From an optimization exercise on the open Yosys and OpenROAD flow, aimed at small area, a short achievable clock period and few clock cycles per item; shortcuts taken in it are not production practice.
In this exercise RTL edits were held to simulation tests only and were not proved equivalent to the original.

File: run.sh
#!/bin/bash
# synth_recipe.tcl (not shown) runs the flow's synth.tcl, then flattens the netlist and writes it again
# the make line also repeats each setting of config.mk as NAME=value (left out here)
make -C /OpenROAD-flow-scripts/flow DESIGN_CONFIG=/design/flow/config.mk WORK_HOME=/design/flow/orfs CLKGATE_MAP_FILE= SYNTH_SCRIPT=/design/flow/synth_recipe.tcl finish
File: config.mk
export PLATFORM = sky130hd
export DESIGN_NAME = damped_level_smoother
export DESIGN_NICKNAME = damped_level_smoother
export VERILOG_FILES = /design/flow/design.v
export SDC_FILE = /design/flow/constraint.sdc
export NUM_CORES = 4
export LEC_CHECK = 0
export CAP_MARGIN = 20
export CORE_MARGIN = 2
export CORE_UTILIZATION = 40
export SLEW_MARGIN = 20
File: constraint.sdc
create_clock -name core_clock -period 9.0 [get_ports {clk}]
set_input_delay 1.8000 -clock core_clock [delete_from_list [all_inputs] [get_ports {clk}]]
set_output_delay 1.8000 -clock core_clock [all_outputs]
set_load 0.01 [all_outputs]
File: design.v
package dls_pkg;
    localparam int DLS_LEVEL_FRAC_BITS = 30;
    localparam int COEF_W    = 17;
    localparam int COEF_FRAC = 16;
    localparam int STEP_W    = 13;
    localparam int CFG_IDX_W = 2;
    localparam int CFG_DATA_W = 17;
    localparam logic [CFG_IDX_W-1:0] REG_MODE     = 2'd0;
    localparam logic [CFG_IDX_W-1:0] REG_DECAY    = 2'd1;
    localparam logic [CFG_IDX_W-1:0] REG_STEP     = 2'd2;
    localparam logic [CFG_IDX_W-1:0] REG_BLOCKING = 2'd3;
    localparam logic [1:0] MODE_LINEAR  = 2'd0;
    localparam logic [1:0] MODE_HALF_SQ = 2'd1;
    localparam logic [1:0] MODE_SQ      = 2'd2;
    localparam logic [COEF_W-1:0] DECAY_MIN   = 17'd655;
    localparam logic [COEF_W-1:0] DECAY_MAX   = 17'd65536;
    localparam logic [COEF_W-1:0] DECAY_RESET = 17'd39322;
    localparam logic [STEP_W-1:0] STEP_MIN    = 13'd66;
    localparam logic [STEP_W-1:0] STEP_MAX    = 13'd6554;
    localparam logic [STEP_W-1:0] STEP_RESET  = 13'd6554;
    typedef struct packed {
        logic [1:0]        mode;
        logic [COEF_W-1:0] decay;
        logic [STEP_W-1:0] step_time;
        logic              blocking;
    } dls_cfg_t;
endpackage
module dls_cfg
(
    input  logic                  clk,
    input  logic                  rst_n,
    input  logic                  cfg_valid,
    output logic                  cfg_ready,
    input  logic [dls_pkg::CFG_IDX_W-1:0]  cfg_index,
    input  logic [dls_pkg::CFG_DATA_W-1:0] cfg_data,
    output logic [dls_pkg::COEF_W+dls_pkg::STEP_W+2:0] cfg
);
    dls_pkg::dls_cfg_t cfg_reg;
    dls_pkg::dls_cfg_t cfg_next;
    logic [dls_pkg::COEF_W-1:0] decay_in;
    logic [dls_pkg::STEP_W-1:0] step_in;
    assign cfg_ready = 1'b1;
    always_comb
    begin
        decay_in = cfg_data[dls_pkg::COEF_W-1:0];
        step_in  = cfg_data[dls_pkg::STEP_W-1:0];
        cfg_next = cfg_reg;
        if (cfg_valid)
        begin
            unique case (cfg_index)
                dls_pkg::REG_MODE:
                begin
                    if (cfg_data[1:0] == dls_pkg::MODE_HALF_SQ || cfg_data[1:0] == dls_pkg::MODE_SQ)
                    begin
                        cfg_next.mode = cfg_data[1:0];
                    end
                    else
                    begin
                        cfg_next.mode = dls_pkg::MODE_LINEAR;
                    end
                end
                dls_pkg::REG_DECAY:
                begin
                    if (decay_in < dls_pkg::DECAY_MIN)
                    begin
                        cfg_next.decay = dls_pkg::DECAY_MIN;
                    end
                    else if (decay_in > dls_pkg::DECAY_MAX)
                    begin
                        cfg_next.decay = dls_pkg::DECAY_MAX;
                    end
                    else
                    begin
                        cfg_next.decay = decay_in;
                    end
                end
                dls_pkg::REG_STEP:
                begin
                    if (step_in < dls_pkg::STEP_MIN)
                    begin
                        cfg_next.step_time = dls_pkg::STEP_MIN;
                    end
                    else if (step_in > dls_pkg::STEP_MAX)
                    begin
                        cfg_next.step_time = dls_pkg::STEP_MAX;
                    end
                    else
                    begin
                        cfg_next.step_time = step_in;
                    end
                end
                dls_pkg::REG_BLOCKING:
                begin
                    cfg_next.blocking = cfg_data[0];
                end
                default:
                begin
                    cfg_next = cfg_reg;
                end
            endcase
        end
    end
    always_ff @(posedge clk or negedge rst_n)
    begin
        if (!rst_n)
        begin
            cfg_reg.mode      <= dls_pkg::MODE_LINEAR;
            cfg_reg.decay     <= dls_pkg::DECAY_RESET;
            cfg_reg.step_time <= dls_pkg::STEP_RESET;
            cfg_reg.blocking  <= 1'b0;
        end
        else
        begin
            cfg_reg <= cfg_next;
        end
    end
    assign cfg = cfg_reg;
endmodule
module dls_mul
#(
    parameter int OP_W = dls_pkg::DLS_LEVEL_FRAC_BITS + 1
)
(
    input  logic              clk,
    input  logic              rst_n,
    input  logic              en,
    input  logic [OP_W-1:0]   a,
    input  logic [dls_pkg::COEF_W-1:0] b,
    output logic              done,
    output logic [OP_W-1:0]   result
);
    localparam int HALF_W = (OP_W + 1) / 2;
    localparam int PROD_W = HALF_W + dls_pkg::COEF_W;
    localparam int SUM_W  = OP_W + dls_pkg::COEF_W;
    logic              step_reg;
    logic              step_next;
    logic [PROD_W-1:0] acc_reg;
    logic [HALF_W-1:0] a_part;
    logic [PROD_W-1:0] prod;
    logic [SUM_W-1:0]  sum;
    always_comb
    begin
        if (step_reg)
        begin
            a_part = HALF_W'(a >> HALF_W);
        end
        else
        begin
            a_part = a[HALF_W-1:0];
        end
        prod = PROD_W'(a_part) * PROD_W'(b);
        sum  = SUM_W'(acc_reg) + (SUM_W'(prod) << HALF_W);
    end
    assign step_next = en ? ~step_reg : 1'b0;
    always_ff @(posedge clk or negedge rst_n)
    begin
        if (!rst_n)
        begin
            step_reg <= 1'b0;
        end
        else
        begin
            step_reg <= step_next;
        end
    end
    always_ff @(posedge clk)
    begin
        if (en && !step_reg)
        begin
            acc_reg <= prod;
        end
    end
    assign done   = en & step_reg;
    assign result = sum[OP_W+dls_pkg::COEF_FRAC-1:dls_pkg::COEF_FRAC];
endmodule
module damped_level_smoother
#(
    parameter int LEVEL_FRAC_BITS = dls_pkg::DLS_LEVEL_FRAC_BITS
)
(
    input  logic                  clk,
    input  logic                  rst_n,
    input  logic                  in_valid,
    output logic                  in_stall,
    input  logic                  func,
    input  logic [7:0]            data_value,
    output logic                  out_valid,
    input  logic                  out_stall,
    output logic [7:0]            level_byte,
    output logic [16:0]           level_q16,
    output logic                  busy_res,
    input  logic                  cfg_valid,
    output logic                  cfg_ready,
    input  logic [dls_pkg::CFG_IDX_W-1:0]  cfg_index,
    input  logic [dls_pkg::CFG_DATA_W-1:0] cfg_data
);
    localparam int LVL_W = LEVEL_FRAC_BITS + 1;
    localparam logic [LVL_W-1:0] ONE_LEVEL  = LVL_W'(1) << LEVEL_FRAC_BITS;
    localparam logic [LVL_W:0]   ONE_WIDE   = (LVL_W + 1)'(1) << LEVEL_FRAC_BITS;
    localparam logic [LVL_W-1:0] SNAP_LIMIT = LVL_W'(1) << (LEVEL_FRAC_BITS - 12);
    localparam logic [2:0] S_IDLE  = 3'd0;
    localparam logic [2:0] S_MUL   = 3'd1;
    localparam logic [2:0] S_APPLY = 3'd2;
    localparam logic [2:0] S_SNAP  = 3'd3;
    localparam logic [2:0] S_FIN   = 3'd4;
    localparam logic [1:0] PASS_DECAY  = 2'd0;
    localparam logic [1:0] PASS_STEP   = 2'd1;
    localparam logic [1:0] PASS_DECAY2 = 2'd2;
    dls_pkg::dls_cfg_t cfg;
    logic [2:0]       state_reg, state_next;
    logic [1:0]       pass_reg, pass_next;
    logic [LVL_W-1:0] level_reg, level_next;
    logic [7:0]       last_target_reg, last_target_next;
    logic             busy_reg, busy_next;
    logic [LVL_W-1:0] target_reg, target_next;
    logic             up_reg, up_next;
    logic [LVL_W-1:0] d_reg, d_next;
    logic             out_valid_reg, out_valid_next;
    logic [7:0]       level_byte_reg;
    logic [16:0]      level_q16_reg;
    logic             busy_res_reg;
    logic [LVL_W-1:0]  target_in;
    logic              in_take;
    logic              out_load;
    logic              run;
    logic              last_pass;
    logic [dls_pkg::COEF_W-1:0] coef;
    logic              mul_en;
    logic              mul_done;
    logic [LVL_W-1:0]  mul_result;
    logic [LVL_W:0]    level_up;
    logic [LVL_W-1:0]  gap;
    logic [LVL_W+7:0]  level_x255;
    dls_cfg u_cfg
    (
        .clk       (clk),
        .rst_n     (rst_n),
        .cfg_valid (cfg_valid),
        .cfg_ready (cfg_ready),
        .cfg_index (cfg_index),
        .cfg_data  (cfg_data),
        .cfg       (cfg)
    );
    dls_mul #(
        .OP_W (LVL_W)
    ) u_mul
    (
        .clk    (clk),
        .rst_n  (rst_n),
        .en     (mul_en),
        .a      (d_reg),
        .b      (coef),
        .done   (mul_done),
        .result (mul_result)
    );
    always_comb
    begin
        target_in = '0;
        for (int i = 0; i < LEVEL_FRAC_BITS; i++)
        begin
            target_in[i] = data_value[7 - ((LEVEL_FRAC_BITS - 1 - i) % 8)];
        end
        if (data_value == 8'hFF)
        begin
            target_in = ONE_LEVEL;
        end
    end
    always_comb
    begin
        if (pass_reg == PASS_STEP)
        begin
            coef = dls_pkg::COEF_W'(cfg.step_time);
        end
        else
        begin
            coef = cfg.decay;
        end
    end
    assign in_stall  = (state_reg != S_IDLE);
    assign in_take   = in_valid && !in_stall;
    assign out_load  = (state_reg == S_FIN) && (!out_valid_reg || !out_stall);
    assign mul_en    = (state_reg == S_MUL);
    assign run       = !cfg.blocking || (data_value != last_target_reg);
    assign last_pass = (cfg.mode == dls_pkg::MODE_LINEAR) ? (pass_reg == PASS_STEP)
                                                 : (pass_reg == PASS_DECAY2);
    assign level_up  = {1'b0, level_reg} + {1'b0, d_reg};
    assign gap       = (target_reg >= level_reg) ? target_reg - level_reg
                                                 : level_reg - target_reg;
    assign level_x255 = {level_reg, 8'h00} - {8'h00, level_reg};
    always_comb
    begin
        state_next       = state_reg;
        pass_next        = pass_reg;
        level_next       = level_reg;
        last_target_next = last_target_reg;
        busy_next        = busy_reg;
        target_next      = target_reg;
        up_next          = up_reg;
        d_next           = d_reg;
        unique case (state_reg)
            S_IDLE:
            begin
                if (in_take)
                begin
                    last_target_next = data_value;
                    target_next      = target_in;
                    up_next          = (target_in >= level_reg);
                    pass_next        = PASS_DECAY;
                    if (target_in >= level_reg)
                    begin
                        d_next = target_in - level_reg;
                    end
                    else
                    begin
                        d_next = level_reg - target_in;
                    end
                    if (func)
                    begin
                        level_next = target_in;
                        busy_next  = 1'b0;
                        state_next = S_FIN;
                    end
                    else
                    begin
                        busy_next  = run;
                        state_next = run ? S_MUL : S_FIN;
                    end
                end
            end
            S_MUL:
            begin
                if (mul_done)
                begin
                    if (pass_reg == PASS_DECAY && cfg.mode == dls_pkg::MODE_HALF_SQ)
                    begin
                        d_next = mul_result >> 1;
                    end
                    else
                    begin
                        d_next = mul_result;
                    end
                    pass_next = pass_reg + 2'd1;
                    if (last_pass)
                    begin
                        state_next = S_APPLY;
                    end
                end
            end
            S_APPLY:
            begin
                if (up_reg)
                begin
                    if (level_up > ONE_WIDE)
                    begin
                        level_next = ONE_LEVEL;
                        busy_next  = 1'b0;
                    end
                    else
                    begin
                        level_next = level_up[LVL_W-1:0];
                    end
                end
                else
                begin
                    if (d_reg > level_reg)
                    begin
                        level_next = '0;
                        busy_next  = 1'b0;
                    end
                    else
                    begin
                        level_next = level_reg - d_reg;
                    end
                end
                state_next = S_SNAP;
            end
            S_SNAP:
            begin
                if (gap < SNAP_LIMIT)
                begin
                    level_next = target_reg;
                    busy_next  = 1'b0;
                end
                state_next = S_FIN;
            end
            S_FIN:
            begin
                if (out_load)
                begin
                    state_next = S_IDLE;
                end
            end
            default:
            begin
                state_next = S_IDLE;
            end
        endcase
    end
    always_comb
    begin
        out_valid_next = out_valid_reg;
        if (out_load)
        begin
            out_valid_next = 1'b1;
        end
        else if (out_valid_reg && !out_stall)
        begin
            out_valid_next = 1'b0;
        end
    end
    always_ff @(posedge clk or negedge rst_n)
    begin
        if (!rst_n)
        begin
            state_reg       <= S_IDLE;
            pass_reg        <= PASS_DECAY;
            level_reg       <= '0;
            last_target_reg <= '0;
            busy_reg        <= 1'b0;
            out_valid_reg   <= 1'b0;
        end
        else
        begin
            state_reg       <= state_next;
            pass_reg        <= pass_next;
            level_reg       <= level_next;
            last_target_reg <= last_target_next;
            busy_reg        <= busy_next;
            out_valid_reg   <= out_valid_next;
        end
    end
    always_ff @(posedge clk)
    begin
        target_reg <= target_next;
        up_reg     <= up_next;
        d_reg      <= d_next;
        if (out_load)
        begin
            level_byte_reg <= level_x255[LEVEL_FRAC_BITS+7:LEVEL_FRAC_BITS];
            level_q16_reg  <= level_reg[LEVEL_FRAC_BITS:LEVEL_FRAC_BITS-16];
            busy_res_reg   <= busy_reg;
        end
    end
    assign out_valid  = out_valid_reg;
    assign level_byte = level_byte_reg;
    assign level_q16  = level_q16_reg;
    assign busy_res   = busy_res_reg;
endmodule
==> summary.txt <==
==> synthesized netlist by cell type (56+ instances only) <==
master / n
sky130_fd_sc_hd__inv_1: 428
sky130_fd_sc_hd__nand2_1: 344
sky130_fd_sc_hd__ha_1: 332
sky130_fd_sc_hd__a21oi_1: 324
sky130_fd_sc_hd__nor2_1: 314
sky130_fd_sc_hd__fa_1: 213
sky130_fd_sc_hd__o21ai_0: 173
sky130_fd_sc_hd__clkbuf_1: 94
sky130_fd_sc_hd__xnor2_1: 93
sky130_fd_sc_hd__edfxtp_1: 84
sky130_fd_sc_hd__nor3_1: 77
sky130_fd_sc_hd__a21o_1: 70
sky130_fd_sc_hd__dfrtp_1: 65
sky130_fd_sc_hd__nand3_1: 59
sky130_fd_sc_hd__mux2i_1: 56
==> area by class of cell <==
| class | count | area (um2) |
|---|---|---|
| sequential | 164 | 4540 |
| clock inverter | 13 | 113 |
| inverter | 429 | 1610 |
| clock buffer | 19 | 438 |
| fill | 6939 | 38500 |
| multi-input combinational | 2730 | 21200 |
| timing repair buffer | 140 | 1220 |
| tap | 931 | 1160 |
==> how the worst max path moves through the flow <==
stage,startpoint,endpoint,depth (start not counted)
after floorplan,pass_reg[1]$_DFFE_PN0P_,d_reg[24]$_DFFE_PP_,34
after global placement,u_mul.step_reg$_DFF_PN0_,d_reg[29]$_DFFE_PP_,26
after detailed placement,pass_reg[1]$_DFFE_PN0P_,d_reg[19]$_DFFE_PP_,32
after CTS,pass_reg[1]$_DFFE_PN0P_,d_reg[19]$_DFFE_PP_,32
after global routing,pass_reg[1]$_DFFE_PN0P_,d_reg[24]$_DFFE_PP_,35
final,u_mul.step_reg$_DFF_PN0_,d_reg[29]$_DFFE_PP_,24
==> logic make-up after synthesis <==
logic type / Yosys count / share of synthesized area
compound gates: 940 / 0.214
xor+xnor: 123 / 0.0389
buf+inv: 570 / 0.0790
simple gates: 1037 / 0.172
mux: 84 / 0.0314
flops: 164 / 0.163
other cells: 1 / 0.000134
fa+ha+maj: 545 / 0.302
==> per-layer routing <==
| metal | GRT usage | wire [um] | vias up |
|---|---|---|---|
| met2 | 0.440 | 45000 | 1136 |
| met3 | 0.0442 | 7930 | 200 |
| li1 | - | - | 12000 |
| met1 | 0.374 | 42000 | 12600 |
| met5 | 0 | 0 | - |
| met4 | 0.119 | 4200 | 0 |
==> critical path, stage by stage (launching register included) <==
cell and delay (ns):
sky130_fd_sc_hd__dfrtp_1 0.70, sky130_fd_sc_hd__buf_12 0.23, sky130_fd_sc_hd__nand2b_1 0.53, sky130_fd_sc_hd__nor2_1 0.16, sky130_fd_sc_hd__fa_1 0.53, sky130_fd_sc_hd__fa_1 0.53
sky130_fd_sc_hd__fa_1 0.53, sky130_fd_sc_hd__fa_1 0.57, sky130_fd_sc_hd__fa_1 0.58, sky130_fd_sc_hd__inv_1 0.06, sky130_fd_sc_hd__fa_1 0.54, sky130_fd_sc_hd__inv_1 0.04
sky130_fd_sc_hd__ha_1 0.32, sky130_fd_sc_hd__and3_1 0.18, sky130_fd_sc_hd__a311oi_1 0.46, sky130_fd_sc_hd__and4bb_2 0.36, sky130_fd_sc_hd__o21bai_1 0.15, sky130_fd_sc_hd__o211ai_1 0.21
sky130_fd_sc_hd__xor2_1 0.09, sky130_fd_sc_hd__buf_4 0.18, sky130_fd_sc_hd__nor4_4 0.40, sky130_fd_sc_hd__nand4_2 0.21, sky130_fd_sc_hd__or3_1 0.38, sky130_fd_sc_hd__a31o_1 0.23
sky130_fd_sc_hd__a22oi_2 0.17
==> repair_timing <==
item,4_1_cts,5_1_grt
hold buffers,0,0
endpoints found under the setup margin,0,12
resized for setup,0,6
==> summary.txt <==
CRITICAL PATH
--------------------------------------------------------------------------------
Critical path launch point type                                             flop
Sort of element at the end of the critical path                             flop
Worst Reg2Reg Path Length in Cells                                            24
Worst-case register-to-register setup slack                              0.49 ns
R2r endpoint                                                        d_reg[29]$_DFFE_PP_
Source of the worst register-to-register timing path                u_mul.step_reg$_DFF_PN0_
Critical Setup Path Class                                                reg2reg
WP data arrival                                                          8.85 ns
Data required time of the critical path                                  9.34 ns
Highest net fanout along the worst path                                       23

LAYOUT
--------------------------------------------------------------------------------
Most common cell after layout, fill and taps aside                  sky130_fd_sc_hd__inv_1
Proportion of layout cells with a drive suffix above 1                    0.0618
Commonest non-fill, non-tap cells in the layout                     428 x sky130_fd_sc_hd__inv_1, 344 x sky130_fd_sc_hd__nand2_1, 332 x sky130_fd_sc_hd__ha_1
Non-Filler Instances                                                        4426
Max FFs per register                                                          33
Antenna fix cells                                                              0
Area overhead of the layout relative to synthesis                          8.59%
Share of the core filled with cells in the final layout                    0.440
Fin nets                                                                    4060
Design Area, Final                                                    0.0303 mm2

FLOORPLAN
--------------------------------------------------------------------------------
Full die area                                                         0.0719 mm2
Area of the placeable core                                            0.0688 mm2
Y dimension of the die                                                    268 um
Starting density of the core                                               0.406
Horizontal die dimension                                                  268 um
Count of standard-cell rows                                                   96
I/O pin count                                                                 62

SYNTHESIS
--------------------------------------------------------------------------------
Dominant register cell in the synthesized netlist                   sky130_fd_sc_hd__edfxtp_1
Number of instances in the synthesized netlist                              3464
Area leader, netlist                                                sky130_fd_sc_hd__fa_1
Net count after synthesis                                                   4042
Share of async-settable or async-resettable flops after synthesis          0.488
Most area-consuming cells after synthesis                           sky130_fd_sc_hd__fa_1 15%, sky130_fd_sc_hd__ha_1 15%, sky130_fd_sc_hd__edfxtp_1 9.0%
Post-synthesis register bit count                                            164
Sequential-to-total area share from yosys stat                             0.163
Unique cell type count in the Yosys netlist                                   99
Top-area cell type share of the netlist area                               0.153
YS warnings                                                                    3
Synthesized area                                                      0.0279 mm2
Average footprint of a synthesized cell                                 8.06 um2
Number of enable flip-flop cells after synthesis                              84

STATUS
--------------------------------------------------------------------------------
Result of the run                               no timing/DRC/antenna violations

WORST HOLD PATH
--------------------------------------------------------------------------------
Class of the worst hold path                                             reg2reg
Number of stages on the worst hold path                                        0
Destination of the worst hold path                                  busy_res_reg$_DFFE_PP_
Hold Crit Start                                                     busy_reg$_DFFE_PN0P_

CTS
--------------------------------------------------------------------------------
Clock Latency Late Sink                                                  0.51 ns
TritonCTS buffer count                                                        17
Clock root buffer master                                            sky130_fd_sc_hd__clkbuf_16
Number of clock sinks                                                        164
Buffer count from post-CTS setup fixing                                        0
Depth of the CTS H-tree                                                        4
Worst-case clock buffer depth                                                  2
Clock transition at the registers of the reported paths                  0.08 ns
TritonCTS clock tree                                                       built

JOB
--------------------------------------------------------------------------------
# Max-Cap Violations                                                           0

PLACEMENT
--------------------------------------------------------------------------------
Post-DP HPWL                                                             81.1 mm
Post-placement worst setup slack                                        0.319 ns
Total placed cells including tap cells                                      4394
# port buffers                                                                60
RD Place Congestion                                                         1.02
Post-placement cell area                                              0.0298 mm2

GLOBAL ROUTE
--------------------------------------------------------------------------------
Total overflow reported by the global router                                   0
Largest net degree at the start of global routing                             65
Total Routing Usage GR                                                     0.277
First-pass GRT wire length                                                152 mm
Number of global-route vias before repair                                  24800
Initial antenna violation count                                                1

ROUTING
--------------------------------------------------------------------------------
DRC violations left                                                            0
Final antenna-violating net count                                              0
Final routed wirelength across all metal layers                          99.1 mm
First drt pass iteration count                                                 6
Post-detailed-route wirelength per cell                                  22.4 um
Iteration-0 DRC Markers                                                     2696
Via count of the routed design                                             25900
Via-per-instance ratio                                                      5.86

TIMING
--------------------------------------------------------------------------------
Final-report setup violation count                                             0
Post-route minimum period                                                8.51 ns
Final count of pins violating max slew                                         0
Worst path setup slack after routing                                    0.488 ns
Final worst-path cycle share                                               0.946
Slew at the pin closest to its max-slew limit                            1.09 ns
Sum of negative setup slack                                                 0 ns
Worst clock skew on the final layout                                   0.0313 ns
Worst relative slew slack                                                  0.263
Unrepaired setup endpoints after global routing                            false
Final hold violation count                                                     0
Worst Hold Margin                                                       0.463 ns
Maximum achievable frequency                                           0.117 GHz

Testbench counts, summed over its fixed seeds: cycles 122,740, items 19,200.

## re-timing with driven ports
The flow's constraints put no driver on any port. The routed layout listed below was extracted and timed again, unchanged, in two steps. Step 1 sets driving cells, clkbuf_16 on the clock port and buf_2 on the other inputs (assumed; they add their load-dependent delay and slew). Step 2 moves the port delays by t, midway between the first and last clock arrival at a register: inputs arrive t later, outputs are due t later. That takes back most of the time a late clock gives input paths. Three values: ideal ports, drivers, drivers and shift; two values: the first two.
t, ns: 0.553
slack for setup (ns): 0.488 / 0.488 / 0.488
worst hold slack (ns): 0.463 / 0.463 / 0.463
After both steps this run still meets setup and hold. For this run, drivers alone change the setup slack by 0.000 ns; drivers and shift together by 0.000 ns.
